Source: an optimization exercise on an open RTL-to-GDS flow (aim: small area and a short achievable clock period). Production flows keep margins and buffers that such runs may drop.
Function was checked by simulation only, so behaviour that the tests miss may differ from the original.
Power figures rest on the tool's default switching activity, not on a simulated workload. The flow treats the clock pin as an ideal source, which a real chip does not have.

==> flow/design.v <==
package bbox_pkg;
    localparam int COORD_W = 24;
    localparam int RADIX = 10;
    localparam int MSAA_SHIFT = RADIX - 3;
    localparam int NUM_VERTS = 3;
    typedef logic signed [COORD_W-1:0] coord_t;
    typedef logic [3:0] msaa_t;
    function automatic logic less17(input logic [16:0] a, input logic [16:0] b);
        logic [16:0] lt, gt;
        lt = ~a & b;
        gt = a & ~b;
        for (int step = 1; step < 17; step = step * 2) begin
            for (int i = 0; i + step < 17; i = i + 2 * step) begin
                lt[i] = lt[i+step] | (~gt[i+step] & lt[i]);
                gt[i] = gt[i+step] | (~lt[i+step] & gt[i]);
            end
        end
        less17 = lt[0];
    endfunction
    function automatic logic less16(input logic [15:0] a, input logic [15:0] b);
        logic [15:0] lt, gt;
        lt = ~a & b;
        gt = a & ~b;
        for (int step = 1; step < 16; step = step * 2) begin
            for (int i = 0; i + step < 16; i = i + 2 * step) begin
                lt[i] = lt[i+step] | (~gt[i+step] & lt[i]);
                gt[i] = gt[i+step] | (~lt[i+step] & gt[i]);
            end
        end
        less16 = lt[0];
    endfunction
endpackage
module bbox_extent (
    input  logic [3*17-1:0]              f,      
    input  logic [bbox_pkg::COORD_W-2:0] lim,    
    output logic [2:0]                   lt,     
    output logic [2:0]                   gt      
);
    logic [16:0] f0, f1, f2;
    assign f0 = f[0*17 +: 17] ^ 17'h10000;
    assign f1 = f[1*17 +: 17] ^ 17'h10000;
    assign f2 = f[2*17 +: 17] ^ 17'h10000;
    assign lt[0] = bbox_pkg::less17(f0, f1);
    assign lt[1] = bbox_pkg::less17(f0, f2);
    assign lt[2] = bbox_pkg::less17(f1, f2);
    always_comb begin
        for (int v = 0; v < 3; v++) begin
            gt[v] = ~f[v*17 + 16] & bbox_pkg::less16(lim[bbox_pkg::COORD_W-2:7], f[v*17 +: 16]);
        end
    end
endmodule
module bbox_snap (
    input  logic [3:0] msaa,
    output logic [2:0] keep     
);
    assign keep = 3'd0 - msaa[2:0];
endmodule
module bbox_clip (
    input  logic [3*17-1:0]              f,         
    input  logic [2:0]                   lt,        
    input  logic [2:0]                   gt,        
    input  logic [bbox_pkg::COORD_W-2:0] lim,       
    output logic [15:0]                  lo,        
    output logic [bbox_pkg::COORD_W-2:0] hi,        
    output logic                         on_screen
);
    logic [2:0]  min_sel, max_sel, neg;
    logic        min_gt, max_gt, min_neg, max_neg;
    logic [15:0] fmin, fmax;
    assign min_sel[0] = lt[0] & lt[1];
    assign min_sel[1] = ~min_sel[0] & lt[2];
    assign min_sel[2] = ~min_sel[0] & ~lt[2];
    assign max_sel[0] = ~lt[0] & ~lt[1];
    assign max_sel[1] = ~max_sel[0] & ~lt[2];
    assign max_sel[2] = ~max_sel[0] & lt[2];
    assign neg = {f[3*17-1], f[2*17-1], f[17-1]};
    assign min_gt  = |(min_sel & gt);
    assign max_gt  = |(max_sel & gt);
    assign min_neg = |(min_sel & neg);
    assign max_neg = |(max_sel & neg);
    always_comb begin
        fmin = '0;
        fmax = '0;
        for (int v = 0; v < 3; v++) begin
            if (min_sel[v]) fmin = fmin | f[v*17 +: 16];
            if (max_sel[v]) fmax = fmax | f[v*17 +: 16];
        end
    end
    assign lo        = min_neg ? 16'b0 : fmin;
    assign hi        = max_gt ? lim : {fmax, 7'b0};
    assign on_screen = ~min_gt & ~max_neg;
endmodule
module bbox_pipe #(
    parameter int DW = 1
) (
    input  logic          clk,
    input  logic          rst_n,
    input  logic          stall,
    input  logic          valid_d,
    input  logic [DW-1:0] data_d,
    output logic          valid_q,
    output logic [DW-1:0] data_q
);
    always_ff @(posedge clk) begin
        if (!rst_n) begin
            valid_q <= 1'b0;
        end else if (!stall) begin
            valid_q <= valid_d;
        end
    end
    always_ff @(posedge clk) begin
        if (!stall) begin
            data_q <= data_d;
        end
    end
endmodule
module bbox_top (
    input  logic          clk,
    input  logic          rst_n,
    input  logic [143:0]  tri_in,
    input  logic          tri_valid,
    input  logic          stall,
    input  logic [47:0]   screen,
    input  logic [3:0]    msaa,
    output logic [143:0]  tri_out,
    output logic [95:0]   box,
    output logic          box_valid
);
    localparam int W = bbox_pkg::COORD_W;
    logic [2:0]   keep_in;
    logic         v0;
    logic [143:0] t0;
    logic [45:0]  s0;
    logic [2:0]   k0;
    bbox_snap u_snap (
        .msaa (msaa),
        .keep (keep_in)
    );
    bbox_pipe #(.DW(144 + 46 + 3)) u_s0 (
        .clk     (clk),
        .rst_n   (rst_n),
        .stall   (stall),
        .valid_d (tri_valid & ~screen[W-1] & ~screen[2*W-1]),
        .data_d  ({tri_in, screen[W +: W-1], screen[0 +: W-1], keep_in}),
        .valid_q (v0),
        .data_q  ({t0, s0, k0})
    );
    logic [5:0] lt_d, gt_d;
    for (genvar a = 0; a < 2; a++) begin : g_cmp
        logic [3*17-1:0] f;
        for (genvar v = 0; v < 3; v++) begin : g_vert
            assign f[v*17 +: 17] = {t0[(v*2+a)*W+10 +: W-10], t0[(v*2+a)*W+7 +: 3] & k0};
        end
        bbox_extent u_extent (
            .f   (f),
            .lim (s0[a*(W-1) +: W-1]),
            .lt  (lt_d[a*3 +: 3]),
            .gt  (gt_d[a*3 +: 3])
        );
    end
    logic         v1;
    logic [143:0] t1;
    logic [45:0]  s1;
    logic [2:0]   k1;
    logic [5:0]   lt1, gt1;
    bbox_pipe #(.DW(144 + 46 + 3 + 12)) u_s1 (
        .clk     (clk),
        .rst_n   (rst_n),
        .stall   (stall),
        .valid_d (v0),
        .data_d  ({t0, s0, k0, lt_d, gt_d}),
        .valid_q (v1),
        .data_q  ({t1, s1, k1, lt1, gt1})
    );
    logic [1:0]  on_screen;
    logic [31:0] lo_d;
    logic [45:0] hi_d;
    for (genvar a = 0; a < 2; a++) begin : g_box
        logic [3*17-1:0] f;
        for (genvar v = 0; v < 3; v++) begin : g_vert
            assign f[v*17 +: 17] = {t1[(v*2+a)*W+10 +: W-10], t1[(v*2+a)*W+7 +: 3] & k1};
        end
        bbox_clip u_clip (
            .f         (f),
            .lt        (lt1[a*3 +: 3]),
            .gt        (gt1[a*3 +: 3]),
            .lim       (s1[a*(W-1) +: W-1]),
            .lo        (lo_d[a*16 +: 16]),
            .hi        (hi_d[a*(W-1) +: W-1]),
            .on_screen (on_screen[a])
        );
    end
    logic         v2;
    logic [143:0] t2;
    logic [31:0]  lo2;
    logic [45:0]  hi2;
    bbox_pipe #(.DW(144 + 32 + 46)) u_s2 (
        .clk     (clk),
        .rst_n   (rst_n),
        .stall   (stall),
        .valid_d (v1 & (&on_screen)),
        .data_d  ({t1, lo_d, hi_d}),
        .valid_q (v2),
        .data_q  ({t2, lo2, hi2})
    );
    assign tri_out   = t2;
    assign box_valid = v2;
    for (genvar a = 0; a < 2; a++) begin : g_out
        assign box[a*W +: W]     = {1'b0, lo2[a*16 +: 16], 7'b0};
        assign box[(2+a)*W +: W] = {1'b0, hi2[a*(W-1) +: W-1]};
    end
endmodule
Settings: LEC_CHECK=0, ABC_AREA=1, CAP_MARGIN=20, CORE_MARGIN=2, CORE_UTILIZATION=40, SETUP_SLACK_MARGIN=5.0, SLEW_MARGIN=20; clock period 7.5 ns.
standard.sh (not shown) runs the stock make flow with config.mk's settings and CLKGATE_MAP_FILE= SYNTH_SCRIPT=/design/flow/synth_recipe.tcl, a recipe that flattens the netlist after the stock synthesis.
==> flow/flow/run.sh <==
#!/bin/bash
cp standard.sh standard_sh.txt
export ADDER_MAP_FILE=
export BUFFER_PORTS_ARGS="-buffer_cell sky130_fd_sc_hd__buf_1"
export CTS_EXTRA="-sink_clustering_size 30 -sink_clustering_max_diameter 100"
export CTS_ARGS="-sink_clustering_enable -repair_clock_nets -dont_use_dummy_load -buf_list {sky130_fd_sc_hd__clkbuf_4 sky130_fd_sc_hd__clkbuf_8 sky130_fd_sc_hd__clkbuf_16} ${CTS_EXTRA:-}"
export PRE_RESIZE_TCL=$PWD/flow/pre_resize.tcl
bash standard.sh > standard.log 2>&1
==> flow/flow/pre_resize.tcl <==
# Limit fanout so repair_design builds buffer trees for wide nets (stall)
set_max_fanout 20 [current_design]
Then changed:
==> flow/flow/pre_resize.tcl (replaced) <==
# Limit fanout so repair_design builds buffer trees for wide nets (stall)
set_max_fanout 60 [current_design]
# Keep the output port buffers at their minimum size
set_dont_touch [get_cells output*]
--- a/flow/config.mk
+++ b/flow/config.mk
@@ -8 +7,0 @@
-export ABC_AREA = 1
@@ -11 +10 @@
-export CORE_UTILIZATION = 40
+export CORE_UTILIZATION = 60
What happened: Utilization rises by 22 points. Cell count falls by 25%. Synthesized cell count falls by 23%. First-iteration DRC count rises by 9.1%. Worst hold slack gains 0.027 ns. Cell area falls by 4.9%. Fmax rises by 0.47%. Routed wire length falls by 9.2%.
Then changed:
==> flow/flow/run.sh (replaced) <==
#!/bin/bash
# The standard layout (standard.sh), with these changes:
# - no adder extraction in synthesis, so abc maps the comparators itself
# - port buffers are buf_1, and the output port buffers are kept at that size
# - CTS without dummy loads, with larger sink clusters
# - a fanout limit for the buffering step, so the stall net gets a buffer tree
# Each tool's full output goes to the ORFS logs under orfs/logs; make's own
# output goes to standard.log.
cp standard.sh standard_sh.txt
export ADDER_MAP_FILE=
export BUFFER_PORTS_ARGS="-buffer_cell sky130_fd_sc_hd__buf_1"
export CTS_ARGS="-sink_clustering_enable -repair_clock_nets -dont_use_dummy_load -buf_list {sky130_fd_sc_hd__clkbuf_4 sky130_fd_sc_hd__clkbuf_8 sky130_fd_sc_hd__clkbuf_16} -sink_clustering_size 30 -sink_clustering_max_diameter 100"
export PRE_RESIZE_TCL=$PWD/flow/pre_resize.tcl
bash standard.sh > standard.log 2>&1
--- a/flow/flow/pre_resize.tcl
+++ b/flow/flow/pre_resize.tcl
@@ -2 +2 @@
-set_max_fanout 60 [current_design]
+set_max_fanout 20 [current_design]
--- a/flow/config.mk
+++ b/flow/config.mk
@@ -10,2 +10,2 @@
-export CORE_UTILIZATION = 60
-export SETUP_SLACK_MARGIN = 5.0
+export CORE_UTILIZATION = 75
+export SETUP_SLACK_MARGIN = 4.8
Outcome:
- maximum frequency shrinks by about 2%
- total power increases by about 0.5%
- sequential share of layout area grows by 0.75 points
- clock power is about the same
- flip-flop and latch count does not change
- routed wire length increases by 11%
- worst setup slack gets worse by 0.059 ns
- non-clock buffer count goes up by 20
- final cell count decreases by 2.3%
- core utilization grows by 16 points
- clock skew is lower by 0.014 ns
Then changed:
--- a/flow/flow/run.sh
+++ b/flow/flow/run.sh
@@ -4,0 +5 @@
+#   (released again before the final global_connect)
@@ -13,0 +15 @@
+export PRE_FINAL_REPORT_TCL=$PWD/flow/pre_final_report.tcl
==> flow/flow/pre_final_report.tcl (new file) <==
# Release the output port buffers so the final global_connect wires
# their power and ground pins like every other cell's
unset_dont_touch [get_cells output*]
--- a/flow/config.mk
+++ b/flow/config.mk
@@ -10 +10 @@
-export CORE_UTILIZATION = 75
+export CORE_UTILIZATION = 60
Effect: Setup slack improved by 0.069 ns. Cell area goes up by 0.33%. Clock-buffer cell count stays the same. Sequential cell count stays the same. Hold slack stays flat. Cell count goes up by 3.1%.

==> separate check: timing with driven ports <==
Ports are ideal in the flow. The routed layouts listed here were re-timed in OpenROAD.
Step 1, drivers: a clkbuf_16 drives clk and a buf_2 each remaining input, both assumed.
Step 2 also shifts input and output timing later by t, the mid clock arrival at the registers, as if the neighbouring blocks saw the same clock.
a / b / c = ideal / step 1 / step 2; a / b = the first two.
| run | t, ns | slack for setup (ns) | worst data-port slew with drivers (ns) |
|---|---|---|---|
| the first run | 0.643 | 4.747 / 4.693 / 4.293 | 0.13 |
| the second run | 0.630 | 4.760 / 4.704 / 4.451 | 0.09 |
| the third run | 0.618 | 4.701 / 4.646 / 4.145 | 0.12 |
| the fourth run | 0.631 | 4.769 / 4.711 / 4.272 | 0.08 |
After both steps every run listed still meets setup and hold. The setup slack of the third run, which loses most, moves by -0.055 ns with the drivers and by -0.556 ns with both steps.
